This is an optimization exercise on Yosys and OpenROAD, whose aim is small area, a short achievable clock period and few clock cycles per item, not a production implementation.
The RTL was checked by simulation tests, not by an equivalence proof against the original design.
Power and IR drop assume default switching activity.

**design/flow/config.mk**
```make
export PLATFORM = sky130hd
export DESIGN_NAME = icache_direct
export DESIGN_NICKNAME = icache_direct
export VERILOG_FILES = /design/flow/design.v
export SDC_FILE = /design/flow/constraint.sdc
export NUM_CORES = 4
export LEC_CHECK = 0
export CAP_MARGIN = 20
export CORE_MARGIN = 2
export CORE_UTILIZATION = 40
export SLEW_MARGIN = 20
```
**design/flow/run.sh**
```bash
#!/bin/bash
# synth_recipe.tcl (not shown) runs the flow's synth.tcl, then flattens the netlist and writes it again
# the make line also repeats each setting of config.mk as NAME=value (left out here)
make -C /OpenROAD-flow-scripts/flow DESIGN_CONFIG=/design/flow/config.mk WORK_HOME=/design/flow/orfs CLKGATE_MAP_FILE= SYNTH_SCRIPT=/design/flow/synth_recipe.tcl finish
```
**design/flow/design.v**
```verilog
module icache_direct #(
  parameter int LINES = 16,
  parameter int WORDS = 4
) (
  input  logic        clk,
  input  logic        reset,
  input  logic [31:0] cpu_addr,
  output logic [31:0] cpu_data,
  output logic        cpu_ready,
  input  logic        flush,
  output logic        mem_req,
  output logic [31:0] mem_addr,
  input  logic        mem_ack,
  input  logic [31:0] mem_rdata,
  output logic [15:0] miss_count
);
  localparam int OB = $clog2(WORDS);
  localparam int IB = $clog2(LINES);
  localparam int TW = 32 - 2 - OB - IB;
  typedef enum logic {S_IDLE, S_FILL} state_t;
  state_t            state_q, state_d;
  logic [LINES-1:0]  valid_q, valid_d;
  logic [OB-1:0]     beat_q, beat_d;
  logic              abort_q, abort_d;
  logic              mem_req_q, mem_req_d;
  logic [15:0]       miss_q, miss_d;
  logic [31:0]       base_q, base_d;
  logic [IB-1:0]     fidx_q, fidx_d;
  logic [31:0]       data_mem [LINES*WORDS];
  logic [TW-1:0]     tag_mem  [LINES];
  logic [OB-1:0]     off;
  logic [IB-1:0]     idx;
  logic [TW-1:0]     tag;
  logic              hit;
  logic              last_beat;
  assign off       = cpu_addr[2 +: OB];
  assign idx       = cpu_addr[2+OB +: IB];
  assign tag       = cpu_addr[31 -: TW];
  assign hit       = valid_q[idx] && (tag_mem[idx] == tag);
  assign last_beat = (beat_q == OB'(WORDS-1));
  assign cpu_ready  = (state_q == S_IDLE) && hit;
  assign cpu_data   = data_mem[{idx, off}];
  assign mem_req    = mem_req_q;
  assign mem_addr   = (state_q == S_FILL) ?
                      (base_q + {{(30-OB){1'b0}}, beat_q, 2'b00}) : 32'd0;
  assign miss_count = miss_q;
  always_comb begin
    state_d   = state_q;
    valid_d   = valid_q;
    beat_d    = beat_q;
    abort_d   = abort_q;
    mem_req_d = mem_req_q;
    miss_d    = miss_q;
    base_d    = base_q;
    fidx_d    = fidx_q;
    case (state_q)
      S_IDLE: begin
        if (flush) begin
          valid_d = '0;
        end else if (!hit) begin
          base_d       = {cpu_addr[31:OB+2], {(OB+2){1'b0}}};
          fidx_d       = idx;
          valid_d[idx] = 1'b0;
          beat_d       = '0;
          mem_req_d    = 1'b1;
          if (miss_q != 16'hFFFF) miss_d = miss_q + 16'd1;
          state_d      = S_FILL;
        end
      end
      S_FILL: begin
        if (flush) begin
          valid_d = '0;
          abort_d = 1'b1;
        end
        if (mem_ack) begin
          beat_d = beat_q + OB'(1);
          if (last_beat) begin
            if (!abort_q && !flush) valid_d[fidx_q] = 1'b1;
            abort_d   = 1'b0;
            mem_req_d = 1'b0;
            state_d   = S_IDLE;
          end
        end
      end
      default: state_d = S_IDLE;
    endcase
  end
  always_ff @(posedge clk or posedge reset) begin
    if (reset) begin
      state_q   <= S_IDLE;
      valid_q   <= '0;
      beat_q    <= '0;
      abort_q   <= 1'b0;
      mem_req_q <= 1'b0;
      miss_q    <= 16'd0;
      base_q    <= 32'd0;
      fidx_q    <= '0;
    end else begin
      state_q   <= state_d;
      valid_q   <= valid_d;
      beat_q    <= beat_d;
      abort_q   <= abort_d;
      mem_req_q <= mem_req_d;
      miss_q    <= miss_d;
      base_q    <= base_d;
      fidx_q    <= fidx_d;
    end
  end
  always_ff @(posedge clk) begin
    if (state_q == S_FILL && mem_ack) begin
      data_mem[{fidx_q, beat_q}] <= mem_rdata;
      if (last_beat) tag_mem[fidx_q] <= base_q[31 -: TW];
    end
  end
endmodule
```
**design/flow/constraint.sdc**
```tcl
create_clock -name core_clock -period 8.0 [get_ports {clk}]
set_input_delay 1.6000 -clock core_clock [delete_from_list [all_inputs] [get_ports {clk}]]
set_output_delay 1.6000 -clock core_clock [all_outputs]
set_load 0.01 [all_outputs]
```
==> impl_metrics.env <==
export IMPL_cpPeakStageDelay_ns=0.71
export IMPL_cts_max_path_buffers=3
export IMPL_groute_usage_overall=0.191
export IMPL_avgViaCountPerCell=5.70
export IMPL_overflow=0
export IMPL_switching_share=0.234
export IMPL_num_rows=180
export IMPL_synth_edf_count=2432
export IMPL_finalWirelength_um=234000
export IMPL_synthDistinctLibCells=64
export IMPL_setup_tns_final_ns=0
export IMPL_power_mw=29.1
export IMPL_async_flop_share=0.0260
export IMPL_path_class="in -> out"
export IMPL_netlist_instances=4035
export IMPL_period_share=0.887
export IMPL_vdd_ir_drop_max_mv=0.207
export IMPL_core_area_um2=240000
export IMPL_final_util=0.459
export IMPL_clk_latency_ns=0.88
export IMPL_required_ns=6.40
export IMPL_yosys_area_top_type="edfxtp_1"
export IMPL_slew_viol_final=0
export IMPL_use_met3=0.0427
export IMPL_synth_area_leaders="edfxtp_1 76%, mux4_2 18%, dfrtp_1 1.7%"
export IMPL_grt_pass1_wl_um=333000
export IMPL_critical_path_slowest_cell="nor2_1"
export IMPL_synth_top_cell_area_share=0.759
export IMPL_grt_busiest_layer="met2"
export IMPL_syn2layout_area_growth_pct=14.5
export IMPL_gp_congestion=0.790
export IMPL_drt_first_pass_iters=6
export IMPL_outcome="complete, no violations"
export IMPL_finClkSkew_ns=0.0632
export IMPL_hold_viol_final=0
export IMPL_tightest_slew_ns=0.985
export IMPL_antenna_found_initial=26
export IMPL_power_density_nw_per_um2=264
export IMPL_cap_violations=0
export IMPL_initial_core_util=0.401
export IMPL_fin_crit_ns=7.10
export IMPL_max_freq_mhz=141
export IMPL_num_fill_cells=19600
export IMPL_worst_hold_path_type="reg -> reg"
export IMPL_synthTopCellsByCount="2432 x edfxtp_1, 752 x mux4_2, 139 x clkbuf_1"
export IMPL_path_cells="buf_4 -> buf_12 -> nor2_1 -> a22oi_1 -> a32oi_1 -> mux2i_1 -> a2111o_1 -> nor4_2 -> and4b_1 -> clkdlybuf4s50_1"
export IMPL_wire_per_inst_um=30.3
export IMPL_cts_root_buf="clkbuf_16"
export IMPL_ioPinCount=150
export IMPL_die_w_um=494
export IMPL_cts_setup_buffers=0
export IMPL_dieArea_um2=244000
export IMPL_clkPwrFrac=0.377
export IMPL_port_buffer_count=145
export IMPL_p_int_mw=22.3
export IMPL_grt_max_degree=77
export IMPL_drive_above_1_share=0.301
export IMPL_die_y_um=494
export IMPL_startpoint_type="input port"
export IMPL_postCtsResizedCells=0
export IMPL_dpl_hpwl_um=130000
export IMPL_relSlewSlack=0.343
export IMPL_first_global_vias=44900
export IMPL_synthFlopType="edfxtp_1"
export IMPL_p_seq_frac=0.534
export IMPL_combPwrFrac=0.088
export IMPL_clk_pin_slew_ns=0.06
export IMPL_synth_seq_cells=2497
export IMPL_drc=0
export IMPL_numCtsBuffers=235
export IMPL_cts_tree="built"
export IMPL_yosys_warnings=1
export IMPL_detail_route_antenna_nets=0
export IMPL_vias=44100
export IMPL_h_tree_depth=4
export IMPL_endpoint_kind="primary output"
export IMPL_switchingPower_mw=6.79
export IMPL_rsz0062_at_grt="no"
export IMPL_setup_viol=0
export IMPL_nNetsFinal=4429
export IMPL_cp_arrival_ns=5.50
export IMPL_syn_mean_instance_area_um2=23.8
export IMPL_synth_most_common_cell="edfxtp_1"
export IMPL_cts_sinks=2497
export IMPL_drt_iter0_markers=4946
export IMPL_critPathMaxFanout=44
export IMPL_met2_usage=0.306
export IMPL_seq_area_frac_synth=0.776
export IMPL_leakage_nw=34.1
export IMPL_synth_area_um2=96200
export IMPL_ctsHoldBuffers=0
export IMPL_gr_usage_met1=0.268
-- registers in the layout, summed over array words and instances (netlist names) --
register,cells
valid_q,16
miss_q,16
mem_req_q,1
fidx_q,3
beat_q,2
tag_mem,384
base_q,25
abort_q,1
state_q,1
data_mem,2048
-- area by class of cell --
| cell class | instances | area (um^2) | share of cell area |
|---|---|---|---|
| Sequential cell | 2497 | 74700 | 0.678 |
| Multi-Input combinational cell | 1308 | 21100 | 0.192 |
| Clock buffer | 300 | 6210 | 0.0563 |
| Tap cell | 3185 | 3990 | 0.0362 |
| Timing Repair Buffer | 297 | 2810 | 0.0255 |
| Clock inverter | 135 | 1320 | 0.0120 |
| Inverter | 11 | 52.6 | 0.000477 |
| Antenna cell | 6 | 15.0 | 0.000136 |
-- layer usage --
metal | up-vias | routed length [um]
met3 | 303 | 19000
met2 | 1639 | 113000
li1 | 17900 | -
met5 | - | 41
met4 | 6 | 5260
met1 | 24200 | 96800
-- stage by stage --
| step | setup slack [ns] | cells | hold WS (ns) | cell area [um^2] |
|---|---|---|---|---|
| floorplan | 2.00 | 4036 | 0.463 | 96200 |
| global placement | 0.978 | 7295 | 0.474 | 103000 |
| CTS | 0.917 | 7731 | 0.502 | 110000 |
| finish | 0.902 | 7739 | 0.499 | 110000 |
| detailed placement | 0.935 | 7296 | 0.493 | 103000 |
| global route | 0.829 | 7734 | 0.516 | 110000 |
-- cells in the final DEF, fill, tap and decap left out, types with 8 or more instances in the layout --
master / instances
edfxtp_1: 2432
mux4_2: 752
clkbuf_16: 238
buf_4: 160
clkdlybuf4s50_1: 107
nor2_4: 74
nand2_1: 66
dfrtp_1: 65
clkbuf_1: 60
clkinv_1: 54
mux2i_1: 52
clkinv_2: 45
o21ai_0: 44
and2_1: 34
xor2_1: 26
mux2_1: 23
bufinv_16: 23
buf_12: 22
nor2_1: 21
a21oi_1: 20
nand3_1: 19
xnor2_1: 17
a31oi_1: 14
a22oi_1: 13
ha_1: 11
or3_1: 9
nand4_1: 9
mux2_2: 8
nand2b_1: 8
nor3_1: 8
-- kinds of logic after synthesis --
group,Yosys count,synth area share
multiplexers,836,0.185
AND/OR/NAND/NOR,290,0.0147
buffers and inverters,231,0.0104
flip-flops,2497,0.776
AO/OA/AOI/OAI,126,0.00823
XOR/XNOR,43,0.00391
adder cells (fa/ha/maj),11,0.00143
other,1,0.0000390
-- power groups by stage --
stage	sequential [mW]	combinational (mW)	clock, mW
6_report	15.5	2.57	11.0
5_1_grt	15.6	2.73	11.7
4_1_cts	15.5	2.59	11.2
3_5_place_dp	15.8	2.59	0
3_3_place_gp	15.8	2.55	0
2_1_floorplan	15.6	1.34	0
-- critical path, delay by kind of cell --
kind / cells / cell delay [ns]
and+or+nand+nor: 3 / 1.41
buffers and inverters: 3 / 1.22
AOI/OAI and AO/OA: 3 / 1.10
muxes: 1 / 0.12
-- final timing paths --
check / start / end / slack, ns / cells after the start
hold reg to reg: miss_q[13]$_DFFE_PP0P_ / miss_q[13]$_DFFE_PP0P_ / 0.50 / 1
setup reg to reg: tag_mem[2][9]$_DFFE_PP_ / base_q[12]$_DFFE_PP0P_ / 3.71 / 9
setup / recovery: cpu_addr[5] / cpu_ready / 0.90 / 10
max in group asynchronous: reset / base_q[12]$_DFFE_PP0P_ / 5.98 / 3
min in group asynchronous: reset / base_q[18]$_DFFE_PP0P_ / 1.36 / 3
hold / removal: miss_q[13]$_DFFE_PP0P_ / miss_q[13]$_DFFE_PP0P_ / 0.50 / 1
Testbench counts, summed over its fixed seeds: cycles 107,679, fetches 32,000.

port drivers added, routing unchanged:
In the flow no input, the clock included, has a driving cell. The finished layout below was timed again as built, in two steps. Step 1 assumes that a clkbuf_16 drives the clock port and a buf_2 every other input. Step 2 times the ports against the registers' clock, not the clock port: input delays grow and output delays shrink by t, the midpoint of the rising clock arrivals with the driver on. Three values: ideal ports, drivers, drivers and shift; two values: the first two.
shift t [ns]: 0.939
setup WS [ns]: 0.902 / 0.880 / 0.880
hold slack, ns: 0.499 / 0.499 / 0.499
worst setup path after step 2: input to output
worst register clock-pin slew, ns: 0.07 / 0.07
After both steps setup and hold are still met in this run. For this run, drivers alone change the setup slack by -0.022 ns; drivers and shift together by -0.022 ns.
